Context: an optimization exercise on an open-source flow, tuned for small area, a short achievable clock period and few clock cycles per item. The choices shown serve that exercise and are no tape-out recipe. RTL that was checked went through simulation tests only; none was proved equivalent to the original. No activity file was given, so power comes from the tool's default toggle rates.

==> v14: inputs <==
==> flow/design.v <==
package rtip_pkg;
  localparam int ACC_WIDTH_DEF    = 64;
  localparam int OFFSET_WIDTH_DEF = 8;
  localparam int BASE_W           = 6;
  localparam int CHAR_W           = 8;
  localparam int CFG_INDEX_W      = 8;
  localparam int CFG_DATA_W       = 8;
  localparam int CODE_W           = 7;
  localparam logic [CFG_INDEX_W-1:0] CFG_NUMBER_BASE = CFG_INDEX_W'(0);
  localparam logic [CFG_INDEX_W-1:0] CFG_SIGNED_MODE = CFG_INDEX_W'(1);
  localparam logic [2:0] PH_START = 3'd0;   
  localparam logic [2:0] PH_SIGN  = 3'd1;   
  localparam logic [2:0] PH_AZ    = 3'd2;   
  localparam logic [2:0] PH_AZX   = 3'd3;   
  localparam logic [2:0] PH_HZ    = 3'd4;   
  localparam logic [2:0] PH_DIG   = 3'd5;   
  localparam logic [2:0] PH_STOP  = 3'd6;   
  localparam logic [1:0] AR_10 = 2'd0;
  localparam logic [1:0] AR_8  = 2'd1;
  localparam logic [1:0] AR_16 = 2'd2;
endpackage
import rtip_pkg::*;
module rtip_step (
  input  logic [rtip_pkg::CHAR_W-1:0] char_code,
  input  logic                        last_char,
  output logic [rtip_pkg::CODE_W-1:0] code
);
  logic       is_dig;
  logic [3:0] dval;
  always_comb begin
    is_dig = 1'b0;
    dval   = {3'b000, (char_code == 8'h78) || (char_code == 8'h58)};
    if (char_code >= 8'h30 && char_code <= 8'h39) begin
      is_dig = 1'b1;
      dval   = char_code[3:0];
    end else if ((char_code >= 8'h61 && char_code <= 8'h66) ||
                 (char_code >= 8'h41 && char_code <= 8'h46)) begin
      is_dig = 1'b1;
      dval   = char_code[3:0] + 4'd9;
    end
  end
  assign code = {last_char, char_code == 8'h2d, is_dig, dval};
endmodule
module rtip_add #(
  parameter int W = 64
) (
  input  logic [W-1:0] a,
  input  logic [W-1:0] b,
  input  logic         ci,
  output logic [W-1:0] s
);
  localparam int L = 6;   
  logic [W-1:0] p;
  logic [W-1:0] gg [0:2*L-1];
  logic [W-1:0] pp [0:2*L-1];
  assign p     = a ^ b;
  assign gg[0] = a & b;
  assign pp[0] = p;
  genvar l, i;
  generate
    for (l = 0; l < L; l++) begin : up
      for (i = 0; i < W; i++) begin : bt
        if ((i % (2 << l)) == (2 << l) - 1) begin : op
          assign gg[l+1][i] = gg[l][i] | (pp[l][i] & gg[l][i-(1<<l)]);
          assign pp[l+1][i] = pp[l][i] & pp[l][i-(1<<l)];
        end else begin : pass
          assign gg[l+1][i] = gg[l][i];
          assign pp[l+1][i] = pp[l][i];
        end
      end
    end
    for (l = L - 1; l >= 1; l--) begin : dn
      for (i = 0; i < W; i++) begin : bt
        if ((i % (1 << l)) == (1 << (l-1)) - 1 && i >= (1 << l)) begin : op
          assign gg[2*L-l][i] = gg[2*L-l-1][i] | (pp[2*L-l-1][i] & gg[2*L-l-1][i-(1<<(l-1))]);
          assign pp[2*L-l][i] = pp[2*L-l-1][i] & pp[2*L-l-1][i-(1<<(l-1))];
        end else begin : pass
          assign gg[2*L-l][i] = gg[2*L-l-1][i];
          assign pp[2*L-l][i] = pp[2*L-l-1][i];
        end
      end
    end
  endgenerate
  assign s = p ^ {gg[2*L-1][W-2:0] | (pp[2*L-1][W-2:0] & {(W-1){ci}}), ci};
endmodule
import rtip_pkg::*;
module radix_integer_text_parser #(
  parameter int ACC_WIDTH    = rtip_pkg::ACC_WIDTH_DEF,
  parameter int OFFSET_WIDTH = rtip_pkg::OFFSET_WIDTH_DEF,
  parameter int OUT_W        = ((ACC_WIDTH + OFFSET_WIDTH + 7) / 8) * 8
) (
  input  logic                               clk,
  input  logic                               rst,
  input  logic                               cfg_valid,
  output logic                               cfg_ready,
  input  logic [rtip_pkg::CFG_INDEX_W-1:0]   cfg_index,
  input  logic [rtip_pkg::CFG_DATA_W-1:0]    cfg_data,
  input  logic                               s_axis_tvalid,
  output logic                               s_axis_tready,
  input  logic [rtip_pkg::CHAR_W-1:0]        s_axis_tdata,
  input  logic                               s_axis_tlast,
  output logic                               m_axis_tvalid,
  input  logic                               m_axis_tready,
  output logic [OUT_W-1:0]                   m_axis_tdata
);
  logic [BASE_W-1:0] cfg_base;
  logic              cfg_sgn;
  assign cfg_ready = 1'b1;
  always_ff @(posedge clk) begin
    if (rst) begin
      cfg_base <= '0;
      cfg_sgn  <= 1'b0;
    end else if (cfg_valid) begin
      if (cfg_index == CFG_NUMBER_BASE) cfg_base <= cfg_data[BASE_W-1:0];
      if (cfg_index == CFG_SIGNED_MODE) cfg_sgn  <= cfg_data[0];
    end
  end
  logic auto, hexm, cfast, fast;
  assign auto  = (cfg_base == '0);
  assign hexm  = (cfg_base == 6'd16);
  assign cfast = (cfg_base == 6'd8) || (cfg_base == 6'd10) || hexm;
  logic [CODE_W-1:0] in_code, s1_c, sk_c;
  logic [5:0]        h, cnt;
  logic              s1_v, sk_v, s1_adv, in_hs, s1_load, enter_slow;
  rtip_step u_dec (.char_code(s_axis_tdata), .last_char(s_axis_tlast), .code(in_code));
  assign s_axis_tready = !sk_v && !(!fast && s1_v);
  assign in_hs         = s_axis_tvalid && s_axis_tready;
  assign sk_c          = {cnt[0], h};
  assign s1_load       = !s1_v || s1_adv;
  always_ff @(posedge clk) begin
    if (rst) begin
      s1_v <= 1'b0;
      sk_v <= 1'b0;
    end else if (s1_load) begin
      s1_v <= sk_v || in_hs;
      sk_v <= 1'b0;
    end else if (in_hs) begin
      sk_v <= 1'b1;
    end
  end
  always_ff @(posedge clk) begin
    if (s1_load)         s1_c      <= sk_v ? sk_c : in_code;
    else if (enter_slow) s1_c[3:0] <= 4'd0;   
  end
  logic [2:0]              ph, nph;
  logic [1:0]              ar, nar;
  logic                    neg, nneg;
  logic [OFFSET_WIDTH-1:0] off;
  logic [ACC_WIDTH-1:0]    acc;
  logic                    m_v;
  logic                    busy;
  logic                    xen, xinv, y10, y16, ysh, c10, fin;
  logic [3:0] d;
  logic       is_dig, is_m, is_x, last, is_0;
  assign d      = s1_c[3:0];
  assign is_dig = s1_c[4];
  assign is_m   = s1_c[5];
  assign last   = s1_c[6];
  assign is_x   = !is_dig && d[0];
  assign is_0   = is_dig && (d == 4'd0);
  logic              start, dlt;
  logic [BASE_W-1:0] radix;
  assign start = (ph == PH_START);
  assign radix = !auto ? cfg_base : (ar == AR_8) ? 6'd8 : (ar == AR_16) ? 6'd16 : 6'd10;
  assign fast  = auto || cfast;
  assign dlt   = is_dig && (auto ? ((ar == AR_16) || (ar == AR_10 && d < 4'd10) || !d[3])
                                 : ((cfg_base[5:4] != 2'b00) || (d < cfg_base[3:0])));
  logic take, acc_take, acc_zero;
  logic [1:0] inc;
  always_comb begin
    nph      = ph;
    nar      = ar;
    nneg     = neg;
    inc      = 2'd0;
    take     = 1'b0;
    acc_take = 1'b0;
    acc_zero = 1'b0;
    case (ph)
      PH_START, PH_SIGN: begin
        if (start) begin
          nneg     = 1'b0;
          acc_zero = 1'b1;
        end
        if (start && cfg_sgn && is_m) begin
          nph  = PH_SIGN;
          inc  = 2'd1;
          nneg = 1'b1;
        end else if (auto && is_0) begin
          nph = PH_AZ;
          nar = AR_8;
          inc = 2'd1;
        end else if (hexm && is_0) begin
          nph = PH_HZ;
          inc = 2'd1;
        end else begin
          take = 1'b1;
        end
      end
      PH_AZ: begin
        if (is_x) begin
          nph = PH_AZX;
          nar = AR_16;
        end else begin
          take = 1'b1;
        end
      end
      PH_AZX: begin
        if (is_dig) take = 1'b1;
        else        nph  = PH_STOP;
      end
      PH_HZ: begin
        if (is_x) begin
          nph = PH_DIG;
          inc = 2'd1;
        end else begin
          take = 1'b1;
        end
      end
      PH_DIG: take = 1'b1;
      default: ;
    endcase
    if (take) begin
      if (dlt) begin
        nph      = PH_DIG;
        inc      = (ph == PH_AZX) ? 2'd2 : 2'd1;
        acc_take = 1'b1;
      end else begin
        nph = PH_STOP;
      end
    end
    if (last) begin
      nph = PH_START;
      nar = AR_10;
    end
  end
  logic stop_now, neg_now, mv_now;
  assign stop_now = (ph != PH_STOP) && (nph == PH_STOP);
  assign neg_now  = nneg && (stop_now || (last && ph != PH_STOP));
  assign mv_now   = last && !neg_now;
  logic need_slow, blocked, slow_done;
  assign need_slow  = acc_take && !start && !fast;
  assign slow_done  = busy && (cnt == 6'd63);
  assign blocked    = start && ((m_v && !m_axis_tready) || xinv);
  assign s1_adv     = s1_v && !blocked && (!need_slow || slow_done);
  assign enter_slow = s1_v && need_slow && !busy;
  logic [6:0]           t;
  logic                 sg, dh;
  logic [ACC_WIDTH-1:0] xa, ya, sum;
  logic                 c1;
  assign t   = {1'b0, h} + (acc[0] ? {1'b0, radix} : 7'd0);
  assign sg  = !(ysh || xinv);
  assign dh  = sg && d[3];
  assign xa  = (xen  ? {acc[ACC_WIDTH-4:0], 3'b000} : '0) |
               (xinv ? ~acc : '0) |
               {{(ACC_WIDTH-3){1'b0}}, dh && c10, dh && c10, 1'b0} |
               {{(ACC_WIDTH-3){1'b0}}, sg ? d[2:1] : 2'b00, 1'b0};
  assign ya  = (y10 ? (acc << 1) : '0) | (y16 ? (acc << 3) : '0) |
               (ysh ? {t[0], acc[ACC_WIDTH-1:1]} : '0) |
               {{(ACC_WIDTH-3){1'b0}}, dh && !c10, dh && !c10, 1'b0};
  assign c1  = dh || (xinv && !acc[0]);
  assign sum[0] = (sg && d[0]) || (xinv && acc[0]) || (ysh && acc[1]);
  rtip_add #(.W(ACC_WIDTH-1)) u_add (
    .a  (xa[ACC_WIDTH-1:1]),
    .b  (ya[ACC_WIDTH-1:1]),
    .ci (c1),
    .s  (sum[ACC_WIDTH-1:1])
  );
  logic acc_en, acc_hold;
  assign acc_en   = busy || xinv || (s1_adv && acc_take);
  assign acc_hold = !acc_en && !(s1_adv && acc_zero);
  logic       ph_n_start, busy_n, xinv_n, cls10_n, cls16_n;
  logic [1:0] ar_n;
  assign ph_n_start = s1_adv ? (nph == PH_START) : start;
  assign ar_n       = s1_adv ? nar : ar;
  assign busy_n     = enter_slow || (busy && !slow_done);
  assign xinv_n     = s1_adv && neg_now;
  assign cls10_n    = auto ? (ar_n == AR_10) : (cfg_base == 6'd10);
  assign cls16_n    = auto ? (ar_n == AR_16) : hexm;
  logic [OFFSET_WIDTH:0] off_sum;
  assign off_sum = (start ? '0 : {1'b0, off}) + (OFFSET_WIDTH+1)'(inc);
  always_ff @(posedge clk) begin
    if (rst) begin
      ph   <= PH_START;
      ar   <= AR_10;
      m_v  <= 1'b0;
      busy <= 1'b0;
      xen  <= 1'b0;
      xinv <= 1'b0;
      y10  <= 1'b0;
      y16  <= 1'b0;
      ysh  <= 1'b0;
      c10  <= 1'b0;
      fin  <= 1'b0;
    end else begin
      if (s1_adv) begin
        ph <= nph;
        ar <= nar;
      end
      if ((s1_adv && mv_now) || (xinv && fin)) m_v <= 1'b1;
      else if (m_axis_tready)                  m_v <= 1'b0;
      busy <= busy_n;
      xinv <= xinv_n;
      fin  <= s1_adv && neg_now && last;
      xen  <= !ph_n_start && !busy_n && !xinv_n;
      y10  <= !ph_n_start && !busy_n && !xinv_n && cls10_n;
      y16  <= !ph_n_start && !busy_n && !xinv_n && cls16_n;
      ysh  <= busy_n;
      c10  <= cls10_n;
    end
  end
  always_ff @(posedge clk) begin
    acc <= (sum & {ACC_WIDTH{acc_en}}) | (acc & {ACC_WIDTH{acc_hold}});
    if (busy) begin
      h   <= t[6:1];
      cnt <= cnt + 6'd1;
    end else if (in_hs && !s1_load) begin
      {cnt[0], h} <= in_code;
    end else if (!sk_v) begin
      h   <= {2'b00, d};
      cnt <= '0;
    end
    if (s1_adv) begin
      neg <= nneg;
      off <= off_sum[OFFSET_WIDTH] ? '1 : off_sum[OFFSET_WIDTH-1:0];
    end
  end
  assign m_axis_tvalid = m_v;
  assign m_axis_tdata  = OUT_W'({off, acc});
endmodule
==> flow/flow/run.sh <==
#!/bin/bash
# The standard layout, with the smallest buffer on the ports and a tighter setup repair
# target. Each make step keeps its own log under orfs/logs; make's output goes to make.log.
set -euo pipefail
bash standard.sh \
  "BUFFER_PORTS_ARGS=-buffer_cell sky130_fd_sc_hd__buf_1" \
  SETUP_SLACK_MARGIN=5 \
  finish > make.log 2>&1
==> flow/standard.sh <==
#!/bin/bash
# synth_recipe.tcl (not shown) runs the flow's synth.tcl, then flattens the netlist and writes it again
# the make line also repeats each setting of config.mk as NAME=value (left out here)
make -C /OpenROAD-flow-scripts/flow DESIGN_CONFIG=/design/flow/config.mk WORK_HOME=/design/flow/orfs CLKGATE_MAP_FILE= SYNTH_SCRIPT=/design/flow/synth_recipe.tcl "${@:-finish}"
==> flow/config.mk <==
export PLATFORM = sky130hd
export DESIGN_NAME = radix_integer_text_parser
export DESIGN_NICKNAME = radix_integer_text_parser
export VERILOG_FILES = /design/flow/design.v
export SDC_FILE = /design/flow/constraint.sdc
export NUM_CORES = 4
export LEC_CHECK = 0
export CAP_MARGIN = 20
export CORE_MARGIN = 2
export CORE_UTILIZATION = 55
export CTS_BUF_LIST = sky130_fd_sc_hd__clkbuf_8
export PLACE_DENSITY = 0.75
export SETUP_SLACK_MARGIN = 5
export SLEW_MARGIN = 20
==> flow/constraint.sdc <==
create_clock -name core_clock -period 9.0 [get_ports {clk}]
set_input_delay 1.8000 -clock core_clock [delete_from_list [all_inputs] [get_ports {clk}]]
set_output_delay 1.8000 -clock core_clock [all_outputs]
set_load 0.01 [all_outputs]
==> v17 (differences from v14) <==
==> flow/design.v, changed modules only <==
module radix_integer_text_parser #(
  parameter int ACC_WIDTH    = rtip_pkg::ACC_WIDTH_DEF,
  parameter int OFFSET_WIDTH = rtip_pkg::OFFSET_WIDTH_DEF,
  parameter int OUT_W        = ((ACC_WIDTH + OFFSET_WIDTH + 7) / 8) * 8
) (
  input  logic                               clk,
  input  logic                               rst,
  input  logic                               cfg_valid,
  output logic                               cfg_ready,
  input  logic [rtip_pkg::CFG_INDEX_W-1:0]   cfg_index,
  input  logic [rtip_pkg::CFG_DATA_W-1:0]    cfg_data,
  input  logic                               s_axis_tvalid,
  output logic                               s_axis_tready,
  input  logic [rtip_pkg::CHAR_W-1:0]        s_axis_tdata,
  input  logic                               s_axis_tlast,
  output logic                               m_axis_tvalid,
  input  logic                               m_axis_tready,
  output logic [OUT_W-1:0]                   m_axis_tdata
);
  logic [BASE_W-1:0] cfg_base;
  logic              cfg_sgn;
  assign cfg_ready = 1'b1;
  always_ff @(posedge clk) begin
    if (rst) begin
      cfg_base <= '0;
      cfg_sgn  <= 1'b0;
    end else if (cfg_valid) begin
      if (cfg_index == CFG_NUMBER_BASE) cfg_base <= cfg_data[BASE_W-1:0];
      if (cfg_index == CFG_SIGNED_MODE) cfg_sgn  <= cfg_data[0];
    end
  end
  logic auto, hexm, cfast;
  assign auto  = (cfg_base == '0);
  assign hexm  = (cfg_base == 6'd16);
  assign cfast = (cfg_base == 6'd8) || (cfg_base == 6'd10) || hexm;
  logic [CODE_W-1:0] in_code, s1_c, sk_c;
  logic              s1_v, sk_v, s1_adv, in_hs, s1_load, enter_slow;
  rtip_step u_dec (.char_code(s_axis_tdata), .last_char(s_axis_tlast), .code(in_code));
  assign s_axis_tready = !sk_v;
  assign in_hs         = s_axis_tvalid && !sk_v;
  assign s1_load       = !s1_v || s1_adv;
  always_ff @(posedge clk) begin
    if (rst) begin
      s1_v <= 1'b0;
      sk_v <= 1'b0;
    end else if (s1_load) begin
      s1_v <= sk_v || in_hs;
      sk_v <= 1'b0;
    end else if (in_hs) begin
      sk_v <= 1'b1;
    end
  end
  always_ff @(posedge clk) begin
    if (s1_load)         s1_c      <= sk_v ? sk_c : in_code;
    else if (enter_slow) s1_c[3:0] <= 4'd0;   
    if (in_hs)           sk_c      <= in_code;
  end
  logic [2:0]              ph, nph;
  logic [1:0]              ar, nar;
  logic                    neg, nneg;
  logic [OFFSET_WIDTH-1:0] off;
  logic [ACC_WIDTH-1:0]    acc;
  logic                    m_v;
  logic                    busy;
  logic [5:0]              cnt;
  logic [5:0]              h;
  logic                    xen, xinv, fix, y10, y16, ysh, c10, fin;
  logic [3:0] d;
  logic       is_dig, is_m, is_x, last, is_0;
  assign d      = s1_c[3:0];
  assign is_dig = s1_c[4];
  assign is_m   = s1_c[5];
  assign last   = s1_c[6];
  assign is_x   = !is_dig && d[0];
  assign is_0   = is_dig && (d == 4'd0);
  logic              start, fast, dlt;
  logic [BASE_W-1:0] radix;
  assign start = (ph == PH_START);
  assign radix = !auto ? cfg_base : (ar == AR_8) ? 6'd8 : (ar == AR_16) ? 6'd16 : 6'd10;
  assign fast  = auto || cfast;
  assign dlt   = is_dig && (auto ? ((ar == AR_16) || (ar == AR_10 && d < 4'd10) || !d[3])
                                 : ((cfg_base[5:4] != 2'b00) || (d < cfg_base[3:0])));
  logic take, acc_take;
  logic [1:0] inc;
  always_comb begin
    nph      = ph;
    nar      = ar;
    nneg     = neg;
    inc      = 2'd0;
    take     = 1'b0;
    acc_take = 1'b0;
    case (ph)
      PH_START, PH_SIGN: begin
        if (start) nneg = 1'b0;
        if (start && cfg_sgn && is_m) begin
          nph  = PH_SIGN;
          inc  = 2'd1;
          nneg = 1'b1;
        end else if (auto && is_0) begin
          nph = PH_AZ;
          nar = AR_8;
          inc = 2'd1;
        end else if (hexm && is_0) begin
          nph = PH_HZ;
          inc = 2'd1;
        end else begin
          take = 1'b1;
        end
      end
      PH_AZ: begin
        if (is_x) begin
          nph = PH_AZX;
          nar = AR_16;
        end else begin
          take = 1'b1;
        end
      end
      PH_AZX: begin
        if (is_dig) take = 1'b1;
        else        nph  = PH_STOP;
      end
      PH_HZ: begin
        if (is_x) begin
          nph = PH_DIG;
          inc = 2'd1;
        end else begin
          take = 1'b1;
        end
      end
      PH_DIG: take = 1'b1;
      default: ;
    endcase
    if (take) begin
      if (dlt) begin
        nph      = PH_DIG;
        inc      = (ph == PH_AZX) ? 2'd2 : 2'd1;
        acc_take = 1'b1;
      end else begin
        nph = PH_STOP;
      end
    end
    if (last) begin
      nph = PH_START;
      nar = AR_10;
    end
  end
  logic stop_now, neg_now, clr_now, fix_now, mv_now;
  assign stop_now = (ph != PH_STOP) && (nph == PH_STOP);
  assign neg_now  = nneg && (stop_now || (last && ph != PH_STOP));
  assign clr_now  = start && (is_x || (is_dig && !dlt));
  assign fix_now  = neg_now || clr_now;
  assign mv_now   = last && !fix_now;
  logic need_slow, blocked, slow_done;
  assign need_slow  = acc_take && !start && !fast;
  assign slow_done  = busy && (cnt == 6'd63);
  assign blocked    = start && ((m_v && !m_axis_tready) || fix);
  assign s1_adv     = s1_v && !blocked && (!need_slow || slow_done);
  assign enter_slow = s1_v && need_slow && !busy;
  logic [6:0]           t;
  logic                 sg, dh;
  logic [ACC_WIDTH-1:0] xa, ya, sum;
  logic                 c1;
  assign t   = {1'b0, h} + (acc[0] ? {1'b0, radix} : 7'd0);
  assign sg  = !(ysh || fix);
  assign dh  = sg && d[3];
  assign xa  = (xen  ? {acc[ACC_WIDTH-4:0], 3'b000} : '0) |
               (xinv ? ~acc : '0) |
               {{(ACC_WIDTH-3){1'b0}}, dh && c10, dh && c10, 1'b0} |
               {{(ACC_WIDTH-3){1'b0}}, sg ? d[2:1] : 2'b00, 1'b0};
  assign ya  = (y10 ? (acc << 1) : '0) | (y16 ? (acc << 3) : '0) |
               (ysh ? {t[0], acc[ACC_WIDTH-1:1]} : '0) |
               {{(ACC_WIDTH-3){1'b0}}, dh && !c10, dh && !c10, 1'b0};
  assign c1  = dh || (xinv && !acc[0]);
  assign sum[0] = (sg && d[0]) || (xinv && acc[0]) || (ysh && acc[1]);
  rtip_add #(.W(ACC_WIDTH-1)) u_add (
    .a  (xa[ACC_WIDTH-1:1]),
    .b  (ya[ACC_WIDTH-1:1]),
    .ci (c1),
    .s  (sum[ACC_WIDTH-1:1])
  );
  logic acc_en, en_ns, en_s;
  assign en_ns  = busy || fix || (s1_v && !start && acc_take && (!need_slow || slow_done));
  assign en_s   = s1_v && start && !fix;
  assign acc_en = en_ns || (en_s && (!m_v || m_axis_tready));
  logic       ph_n_start, busy_n, xinv_n, fix_n, cls10_n, cls16_n;
  logic [1:0] ar_n;
  assign ph_n_start = s1_adv ? (nph == PH_START) : start;
  assign ar_n       = s1_adv ? nar : ar;
  assign busy_n     = enter_slow || (busy && !slow_done);
  assign xinv_n     = s1_adv && neg_now;
  assign fix_n      = s1_adv && fix_now;
  assign cls10_n    = auto ? (ar_n == AR_10) : (cfg_base == 6'd10);
  assign cls16_n    = auto ? (ar_n == AR_16) : hexm;
  logic [OFFSET_WIDTH:0] off_sum;
  assign off_sum = (start ? '0 : {1'b0, off}) + (OFFSET_WIDTH+1)'(inc);
  always_ff @(posedge clk) begin
    if (rst) begin
      ph   <= PH_START;
      ar   <= AR_10;
      m_v  <= 1'b0;
      busy <= 1'b0;
      xen  <= 1'b0;
      xinv <= 1'b0;
      fix  <= 1'b0;
      y10  <= 1'b0;
      y16  <= 1'b0;
      ysh  <= 1'b0;
      c10  <= 1'b0;
      fin  <= 1'b0;
    end else begin
      if (s1_adv) begin
        ph <= nph;
        ar <= nar;
      end
      if ((s1_adv && mv_now) || (fix && fin)) m_v <= 1'b1;
      else if (m_axis_tready)                  m_v <= 1'b0;
      busy <= busy_n;
      xinv <= xinv_n;
      fix  <= fix_n;
      fin  <= s1_adv && fix_now && last;
      xen  <= !ph_n_start && !busy_n && !fix_n;
      y10  <= !ph_n_start && !busy_n && !fix_n && cls10_n;
      y16  <= !ph_n_start && !busy_n && !fix_n && cls16_n;
      ysh  <= busy_n;
      c10  <= cls10_n;
    end
  end
  always_ff @(posedge clk) begin
    if (acc_en) acc <= sum;
    if (busy) begin
      h   <= t[6:1];
      cnt <= cnt + 6'd1;
    end else begin
      h   <= {2'b00, d};
      cnt <= '0;
    end
    if (s1_adv) begin
      neg <= nneg;
      off <= off_sum[OFFSET_WIDTH] ? '1 : off_sum[OFFSET_WIDTH-1:0];
    end
  end
  assign m_axis_tvalid = m_v;
  assign m_axis_tdata  = OUT_W'({off, acc});
endmodule
==> flow/flow/run.sh (replaced) <==
#!/bin/bash
set -euo pipefail
bash standard.sh \
  "BUFFER_PORTS_ARGS=-buffer_cell sky130_fd_sc_hd__buf_1" \
  finish > make.log 2>&1
==> v11 (differences from v14) <==
--- a/flow/design.v
+++ b/flow/design.v
@@ -116,15 +116,13 @@
     end
   end
-  logic auto, hexm, cfast, fast;
+  logic auto, hexm, cfast;
   assign auto  = (cfg_base == '0);
   assign hexm  = (cfg_base == 6'd16);
   assign cfast = (cfg_base == 6'd8) || (cfg_base == 6'd10) || hexm;
   logic [CODE_W-1:0] in_code, s1_c, sk_c;
-  logic [5:0]        h, cnt;
   logic              s1_v, sk_v, s1_adv, in_hs, s1_load, enter_slow;
   rtip_step u_dec (.char_code(s_axis_tdata), .last_char(s_axis_tlast), .code(in_code));
-  assign s_axis_tready = !sk_v && !(!fast && s1_v);
-  assign in_hs         = s_axis_tvalid && s_axis_tready;
-  assign sk_c          = {cnt[0], h};
+  assign s_axis_tready = !sk_v;
+  assign in_hs         = s_axis_tvalid && !sk_v;
   assign s1_load       = !s1_v || s1_adv;
   always_ff @(posedge clk) begin
@@ -142,4 +140,5 @@
     if (s1_load)         s1_c      <= sk_v ? sk_c : in_code;
     else if (enter_slow) s1_c[3:0] <= 4'd0;   
+    if (in_hs)           sk_c      <= in_code;
   end
   logic [2:0]              ph, nph;
@@ -150,4 +149,6 @@
   logic                    m_v;
   logic                    busy;
+  logic [5:0]              cnt;
+  logic [5:0]              h;
   logic                    xen, xinv, y10, y16, ysh, c10, fin;
   logic [3:0] d;
@@ -159,5 +160,5 @@
   assign is_x   = !is_dig && d[0];
   assign is_0   = is_dig && (d == 4'd0);
-  logic              start, dlt;
+  logic              start, fast, dlt;
   logic [BASE_W-1:0] radix;
   assign start = (ph == PH_START);
@@ -314,7 +315,5 @@
       h   <= t[6:1];
       cnt <= cnt + 6'd1;
-    end else if (in_hs && !s1_load) begin
-      {cnt[0], h} <= in_code;
-    end else if (!sk_v) begin
+    end else begin
       h   <= {2'b00, d};
       cnt <= '0;
--- a/flow/config.mk
+++ b/flow/config.mk
@@ -8,7 +8,7 @@
 export CAP_MARGIN = 20
 export CORE_MARGIN = 2
-export CORE_UTILIZATION = 55
+export CORE_UTILIZATION = 65
 export CTS_BUF_LIST = sky130_fd_sc_hd__clkbuf_8
-export PLACE_DENSITY = 0.75
+export PLACE_DENSITY = 0.85
 export SETUP_SLACK_MARGIN = 5
 export SLEW_MARGIN = 20
==> qor summary <==
item                                                               v11          v14          v17
Chip Width                                                      124 um       136 um       135 um
Detail Placement HPWL                                          15.7 mm      16.8 mm      15.2 mm
Synthesized netlist net count                                    1,282        1,321        1,166
Resized cells post-CTS                                               6            5            9
Areal power density over the cells                         129 mW/mm^2  125 mW/mm^2  154 mW/mm^2
Remaining max-slew budget at the tightest pin                    31.2%        39.7%        39.9%
Fraction of the mapped netlist area in simple logic gates        18.0%        18.5%        16.1%
Required time of the critical path                             9.32 ns      9.38 ns      9.21 ns
Well-tap cell count                                                180          225          220
Area grow syn2layout                                             10.9%        9.90%        12.1%
Result of the run                     no timing/DRC/antenna violations  no timing/DRC/antenna violations  no timing/DRC/antenna violations
Fraction of area in multi-input gates                            59.7%        60.3%        53.3%
Via density per instance                                          6.49         6.30         6.12
FF-to-FF setup slack                                           5.18 ns      5.22 ns      5.22 ns
Testbench counts of v11, summed over its fixed seeds: cycles 28,666, chars 28,066.
Only the layout flow was run in v14 and v17; the RTL was not checked for function there.

## afterwards: timing with drivers on the ports
The flow's constraints put no driver on any port. The routed layouts listed below were extracted and timed again, unchanged, in two steps.
Step 1: set_driving_cell puts a clkbuf_16 on clk and a buf_2 on each other input, an assumption about the parent block.
Step 2 times the ports against the registers' clock, not the clock port: input delays grow and output delays shrink by t, the midpoint of the rising clock arrivals with the driver on.
Three values: ideal, step 1, step 2; two values: the first two.
run | shift t [ns] | slack for setup (ns) | latest minus earliest clock arrival (ns) | worst register clock-pin slew, ns | pins driven straight from the clock port
v14 | 0.513 | 5.215 / 5.215 / 4.858 | 0.013 / 0.012 | 0.08 / 0.08 | 1
v17 | 0.487 | 5.216 / 5.216 / 5.216 | 0.012 / 0.011 | 0.08 / 0.08 | 1
v11 | 0.486 | 5.184 / 5.184 / 4.768 | 0.010 / 0.010 | 0.08 / 0.08 | 1
After both steps setup and hold are still met in every run listed. For v11, which loses most, drivers alone change the setup slack by 0.000 ns; drivers and shift together by -0.416 ns.
